Background: an optimization exercise with open tools, aiming at small area, a short achievable clock period and few clock cycles per item. Do not read the settings as production practice.
Only simulation tests tie the RTL to the original design; equivalence was not proved.
Power and IR drop assume default switching activity.

==> garnet: inputs <==
==> flow/design.v (excerpt) <==
module bmp_pixel_row_decoder_unit (
  input  wire                                 clk,
  input  wire                                 rst_n,
  input  wire                                 in_tvalid,
  output logic                                in_tready,
  input  wire  [7:0]                          in_tdata,    
  input  wire  [1:0]                          in_tuser,    
  output logic                                out_tvalid,
  input  wire                                 out_tready,
  output logic [bprd_pkg::OUT_DATA_W-1:0]     out_tdata,
  output logic                                out_tlast,   
  input  wire                                 cfg_we,
  input  wire  [bprd_pkg::CFG_ADDR_W-1:0]     cfg_addr,
  input  wire  [bprd_pkg::CFG_DATA_W-1:0]     cfg_wdata
);
  logic [bprd_pkg::FMT_W-1:0]        fmt_r;
  logic [bprd_pkg::WIDTH_CFG_W-1:0]  width_r;
  logic [bprd_pkg::HEIGHT_CFG_W-1:0] height_r;
  logic [bprd_pkg::ENT_CFG_W-1:0]    pal_ent_r;
  always_ff @(posedge clk) begin
    if (!rst_n) begin
      fmt_r     <= bprd_pkg::FMT_8BPP;
      width_r   <= bprd_pkg::WIDTH_CFG_W'(1);
      height_r  <= bprd_pkg::HEIGHT_CFG_W'(1);
      pal_ent_r <= '0;
    end else if (cfg_we) begin
      case (cfg_addr)
        bprd_pkg::CFG_PIXEL_FORMAT:    fmt_r     <= cfg_wdata[bprd_pkg::FMT_W-1:0];
        bprd_pkg::CFG_IMAGE_WIDTH:     width_r   <= cfg_wdata[bprd_pkg::WIDTH_CFG_W-1:0];
  ...
export LEC_CHECK = 0
export CAP_MARGIN = 20
export CORE_MARGIN = 2
export CORE_UTILIZATION = 45
export CTS_CLUSTER_DIAMETER = 100
export CTS_CLUSTER_SIZE = 24
export PLACE_DENSITY = 0.6
export SETUP_SLACK_MARGIN = 3.0
export SLEW_MARGIN = 20
export SYNTH_MEMORY_MAX_BITS = 8192
export TNS_END_PERCENT = 100
create_clock -name core_clock -period 6.0 [get_ports {clk}]
run.sh (not shown) runs the stock make flow with config.mk's settings and CLKGATE_MAP_FILE= SYNTH_SCRIPT=/design/flow/synth_recipe.tcl, a recipe that flattens the netlist after the stock synthesis.
==> inputs of violet, as changes to garnet <==
--- a/flow/design.v
+++ b/flow/design.v
@@ -47,27 +47,30 @@
 endpackage
 `default_nettype wire
 `timescale 1ns / 1ps
 `default_nettype none
 module bprd_color_table (
   input  wire                           clk,
-  input  wire  [15:0]                   wr_hi,
-  input  wire  [15:0]                   wr_lo,
-  input  wire  [2:0]                    wr_go,
+  input  wire                           clr,
+  input  wire                           wr_en,
+  input  wire  [bprd_pkg::PAL_AW-1:0]   wr_addr,
+  input  wire  [1:0]                    wr_lane,
   input  wire  [7:0]                    wr_data,
   input  wire  [15:0]                   rd_lo,
   input  wire  [3:0]                    rd_mid,
   input  wire  [bprd_pkg::RGB_W-1:0]    rd_extra,
   output logic [4*bprd_pkg::RGB_W-1:0]  rd_part
 );
   logic [bprd_pkg::RGB_W-1:0] mem [bprd_pkg::PALETTE_DEPTH];
+  logic [7:0]                 wdata;
+  assign wdata = clr ? 8'd0 : wr_data;
   for (genvar i = 0; i < bprd_pkg::PALETTE_DEPTH; i++) begin : g_ent
     for (genvar l = 0; l < 3; l++) begin : g_lane
       always_ff @(posedge clk) begin
-        if (wr_hi[i / 16] && wr_lo[i % 16] && wr_go[l]) begin
-          mem[i][8*l +: 8] <= wr_data;
+        if (clr || (wr_en && wr_addr == i && wr_lane == l)) begin
+          mem[i][8*l +: 8] <= wdata;
         end
       end
     end
   end
   logic [bprd_pkg::RGB_W-1:0] q [4];
   logic [bprd_pkg::RGB_W-1:0] s;
@@ -127,15 +130,16 @@
   logic [bprd_pkg::PAL_CNT_W-1:0] pal_cnt_r, pal_cnt_nxt;
   logic [bprd_pkg::RB_W-1:0]      rbc_r, rbc_nxt;
   logic [bprd_pkg::CC_W-1:0]      col_r, col_nxt;
   logic [bprd_pkg::ROWS_W-1:0]    rows_r, rows_nxt;
   logic [15:0]                    pc_r, pc_nxt;
   logic [1:0]                     phase_r, phase_nxt;
-  logic                           wr_en_nxt, wr_pend_r, wr_go_nxt;
-  logic [15:0]                    wr_hi_r, wr_lo_r;
-  logic [2:0]                     wr_lane_r, wr_go_r, wr_lane_nxt;
+  logic                           clr_r;
+  logic                           wr_en_r, wr_en_nxt, wr_go;
+  logic [bprd_pkg::PAL_AW-1:0]    wr_addr_r;
+  logic [1:0]                     wr_lane_r;
   logic [7:0]                     wr_data_r;
   logic                           j_valid_r, j2_valid_r;
   logic                           j_two_r, j2_two_r;
   logic                           j_direct_r, j2_direct_r;
   logic [7:0]                     j_red_r, j2_idx_r;
   logic [15:0]                    j_lo_r;
@@ -165,13 +169,12 @@
   logic [bprd_pkg::RB_W-1:0]         w_r, db_r, pad_r;
   logic [bprd_pkg::ROWS_W-1:0]       mag_r, magm1_r;
   logic                              neg_r;
   logic [bprd_pkg::PAL_CNT_W-1:0]    pal_lim_r;
   logic [bprd_pkg::CC_W-1:0]         w_c, col_p1;
   logic in_acc, in_data, emit0, emit1, direct;
-  logic dat_r, ge1_r, rok_r, dat_nxt, ge1_nxt, rok_nxt, pix_go;
   logic [7:0] idx0;
   logic o_can, j_free;
   logic [4*bprd_pkg::RGB_W-1:0] rd_part;
   logic [bprd_pkg::RGB_W-1:0]   rgb;
   logic [15:0]                  ld_lo;
   logic [3:0]                   ld_mid, ld_hi;
@@ -190,15 +193,15 @@
       w_g = bprd_pkg::GW'(1);
     end else if (int'(width_r) > bprd_pkg::MAX_WIDTH) begin
       w_g = bprd_pkg::GW'(bprd_pkg::MAX_WIDTH);
     end
     w = bprd_pkg::RB_W'(w_g);
     case (fmt_r)
-      bprd_pkg::FMT_4BPP: data_bytes = bprd_pkg::RB_W'(({1'b0, w_r} + 1'b1) >> 1);
-      bprd_pkg::FMT_8BPP: data_bytes = w_r;
-      default:            data_bytes = bprd_pkg::RB_W'({w_r, 1'b0} + {1'b0, w_r});
+      bprd_pkg::FMT_4BPP: data_bytes = bprd_pkg::RB_W'(({1'b0, w} + 1'b1) >> 1);
+      bprd_pkg::FMT_8BPP: data_bytes = w;
+      default:            data_bytes = bprd_pkg::RB_W'({w, 1'b0} + {1'b0, w});
     endcase
     padded_x = {1'b0, data_bytes} + 2'd3;
     padded   = {padded_x[bprd_pkg::RB_W-1:2], 2'b00};
     mag_h = height_r[bprd_pkg::HEIGHT_CFG_W-1] ? (~height_r + 1'b1) : height_r;
     mag   = (int'(mag_h) > bprd_pkg::MAX_ROWS) ? bprd_pkg::ROWS_W'(bprd_pkg::MAX_ROWS)
                                                : bprd_pkg::ROWS_W'(mag_h);
@@ -222,22 +225,22 @@
       pal_lim_r  <= bprd_pkg::PAL_CNT_W'(4 * bprd_pkg::PALETTE_DEPTH);
     end else begin
       w_r        <= w;
       db_r       <= data_bytes;
       pad_r      <= padded;
       mag_r      <= mag;
-      magm1_r    <= mag_r - 1'b1;
+      magm1_r    <= mag - 1'b1;
       neg_r      <= height_r[bprd_pkg::HEIGHT_CFG_W-1];
       pal_lim_r  <= pal_limit;
     end
   end
   assign row = neg_r ? rows_r : (magm1_r - rows_r);
   assign rbc_inc = rbc_r + 1'b1;
   assign w_c     = bprd_pkg::CC_W'(w_r);
   assign col_p1  = col_r + 1'b1;
-  assign in_data = dat_r;
+  assign in_data = (rbc_r < db_r);
   assign idx0    = (fmt_r == bprd_pkg::FMT_4BPP) ? {4'd0, in_tdata[7:4]} : in_tdata;
   always_comb begin
     pal_cnt_nxt = pal_cnt_r;
     rbc_nxt     = rbc_r;
     col_nxt     = col_r;
     rows_nxt    = rows_r;
@@ -261,13 +264,13 @@
           if (fmt_r != bprd_pkg::FMT_NONE && pal_cnt_r < pal_lim_r) begin
             wr_en_nxt   = (pal_cnt_r[1:0] != bprd_pkg::LANE_ALPHA);
             pal_cnt_nxt = pal_cnt_r + 1'b1;
           end
         end
         bprd_pkg::CMD_PIXEL: begin
-          if (fmt_r != bprd_pkg::FMT_NONE && rok_r) begin
+          if (fmt_r != bprd_pkg::FMT_NONE && rows_r < mag_r) begin
             if (in_data) begin
               case (fmt_r)
                 bprd_pkg::FMT_4BPP: begin
                   emit0   = (col_r < w_c);
                   emit1   = (col_p1 < w_c);
                   col_nxt = col_r + 2'd2;
@@ -294,97 +297,59 @@
                     end
                   endcase
                 end
               endcase
             end
             rbc_nxt = rbc_inc;
-            if (ge1_r) begin
+            if (rbc_inc >= pad_r) begin
               rbc_nxt   = '0;
               col_nxt   = '0;
               phase_nxt = '0;
               rows_nxt  = rows_r + 1'b1;
             end
           end
         end
         default: begin
         end
       endcase
     end
   end
-  assign pix_go = in_acc && in_tuser == bprd_pkg::CMD_PIXEL && fmt_r != bprd_pkg::FMT_NONE
-                  && rok_r;
-  always_comb begin
-    dat_nxt = (rbc_r < db_r);
-    ge1_nxt = (rbc_inc >= pad_r);
-    rok_nxt = (rows_r < mag_r);
-    if ((in_acc && in_tuser == bprd_pkg::CMD_START) || (pix_go && ge1_r)) begin
-      dat_nxt = (db_r != '0);
-      ge1_nxt = (pad_r <= bprd_pkg::RB_W'(1));
-      rok_nxt = (in_acc && in_tuser == bprd_pkg::CMD_START) ? (mag_r != '0)
-                                                            : (rows_r + 1'b1 < mag_r);
-    end else if (pix_go) begin
-      dat_nxt = (rbc_inc < db_r);
-      ge1_nxt = (rbc_r + 2'd2 >= pad_r);
-    end
-  end
-  always_ff @(posedge clk) begin
-    if (!rst_n) begin
-      dat_r <= 1'b1;
-      ge1_r <= 1'b0;
-      rok_r <= 1'b1;
-    end else begin
-      dat_r <= dat_nxt;
-      ge1_r <= ge1_nxt;
-      rok_r <= rok_nxt;
-    end
-  end
   always_ff @(posedge clk) begin
     if (!rst_n) begin
       pal_cnt_r <= '0;
       rbc_r     <= '0;
       col_r     <= '0;
       rows_r    <= '0;
       pc_r      <= '0;
       phase_r   <= '0;
+      wr_en_r   <= 1'b0;
     end else begin
       pal_cnt_r <= pal_cnt_nxt;
       rbc_r     <= rbc_nxt;
       col_r     <= col_nxt;
       rows_r    <= rows_nxt;
       pc_r      <= pc_nxt;
       phase_r   <= phase_nxt;
+      wr_en_r   <= wr_en_nxt || (wr_en_r && !wr_go);
     end
   end
-  always_comb begin
-    wr_lane_nxt = wr_en_nxt ? (3'd1 << pal_cnt_r[1:0]) : wr_lane_r;
-    wr_go_nxt   = wr_pend_nxt && !j_valid_nxt && !j2_valid_nxt;
-  end
+  assign wr_go = wr_en_r && !j_valid_r && !j2_valid_r;
   always_ff @(posedge clk) begin
-    if (!rst_n) begin
-      wr_pend_r <= 1'b1;
-      wr_go_r   <= 3'b111;
-      wr_hi_r   <= '1;
-      wr_lo_r   <= '1;
-      wr_lane_r <= 3'b111;
-      wr_data_r <= '0;
-    end else begin
-      wr_pend_r <= wr_pend_nxt;
-      wr_go_r   <= wr_go_nxt ? wr_lane_nxt : 3'b000;
-      if (wr_en_nxt) begin
-        wr_hi_r   <= 16'd1 << pal_cnt_r[9:6];
-        wr_lo_r   <= 16'd1 << pal_cnt_r[5:2];
-        wr_lane_r <= wr_lane_nxt;
-        wr_data_r <= in_tdata;
-      end
+    clr_r <= !rst_n;
+    if (wr_en_nxt) begin
+      wr_addr_r <= bprd_pkg::PAL_AW'(pal_cnt_r[bprd_pkg::PAL_CNT_W-1:2]);
+      wr_lane_r <= pal_cnt_r[1:0];
+      wr_data_r <= in_tdata;
     end
   end
   bprd_color_table u_color_table (
     .clk      (clk),
-    .wr_hi    (wr_hi_r),
-    .wr_lo    (wr_lo_r),
-    .wr_go    (wr_go_r),
+    .clr      (clr_r),
+    .wr_en    (wr_go),
+    .wr_addr  (wr_addr_r),
+    .wr_lane  (wr_lane_r),
     .wr_data  (wr_data_r),
     .rd_lo    (j_lo_r),
     .rd_mid   (j_mid_r),
     .rd_extra (j_direct_r ? {j_red_r, j_bg_r} : 24'd0),
     .rd_part  (rd_part)
   );
@@ -397,13 +362,13 @@
     if (j_free) begin
       j_valid_nxt  = j2_valid_r || emit0;
       j2_valid_nxt = 1'b0;
     end else if (emit0) begin
       j2_valid_nxt = 1'b1;
     end
-    wr_pend_nxt = wr_en_nxt || (wr_pend_r && (wr_go_r == 3'b000));
+    wr_pend_nxt = wr_en_nxt || (wr_en_r && !wr_go);
   end
   always_ff @(posedge clk) begin
     if (!rst_n) begin
       j_valid_r  <= 1'b0;
       j2_valid_r <= 1'b0;
       in_rdy_r   <= 1'b1;
Settings changed: CORE_UTILIZATION 45 to 35, PLACE_DENSITY 0.6 to 0.5.
==> run summary <==
status=complete, no violations; DR iter-0 viols=24.1k; internal power=between 0.06 and 0.07 W; mux contribution to synthesized area=0.260%; Clock Skews=roughly 0.07 ns; CP Cell Sequence=ha_4, fa_2, a211oi_4, o21ai_2, o221ai_2, a21oi_2, or4b_4, nor3_4, nand4b_1, mux2_1; share of cells above drive strength 1=6.79%; chip height=747 um; clock share of power=between 20% and 30%
# the run above: garnet

==> run summary <==
status=complete, no violations; DR iter-0 viols=20.1k; clock share of power=29.3%; internal power=~0.065 W; chip height=846 um; Avg Cell Area, Syn=around 18 um^2; P per Cell Area=306 nW/um^2; mux contribution to synthesized area=0.254%; clock tree from TritonCTS=yes; Final #Nets=around 14k; CP Cell Sequence=nor4_4, a31oi_4, nor2_2, ha_2, fa_2, nand2_1, o31a_1, a31o_2, o21bai_4, a211oi_4, nand4_4, nor4_4, mux2_4
# the run above: violet

Testbench counts of garnet, summed over its fixed seeds: cycles 100,165, pixels 44,278.
Testbench counts of violet, summed over its fixed seeds: cycles 100,165, pixels 44,278.

[re-timing with driven ports]
How much do the figures lean on ideal ports? The routed layouts below were timed once more, with nothing changed but the port constraints.
Step 1, drivers: a clkbuf_16 drives clk and a buf_2 each remaining input, both assumed.
Step 2 adds t to the input delays and takes it off the output delays; t is the mean of the earliest and latest rising clock arrival at the registers after step 1. Input paths then give back, and output paths get back, about the clock's delay inside the block.
Three values: ideal ports, drivers, drivers and shift; two values: the first two.
run | t, ns | setup slack, ns | hold slack, ns
garnet | 1.149 | 2.893 / 2.846 / 2.026 | 0.426 / 0.426 / 0.426
violet | 1.132 | 2.710 / 2.657 / 2.156 | 0.426 / 0.426 / 0.426
After both steps setup and hold are still met in every run listed. For garnet, which loses most, drivers alone change the setup slack by -0.047 ns; drivers and shift together by -0.867 ns.
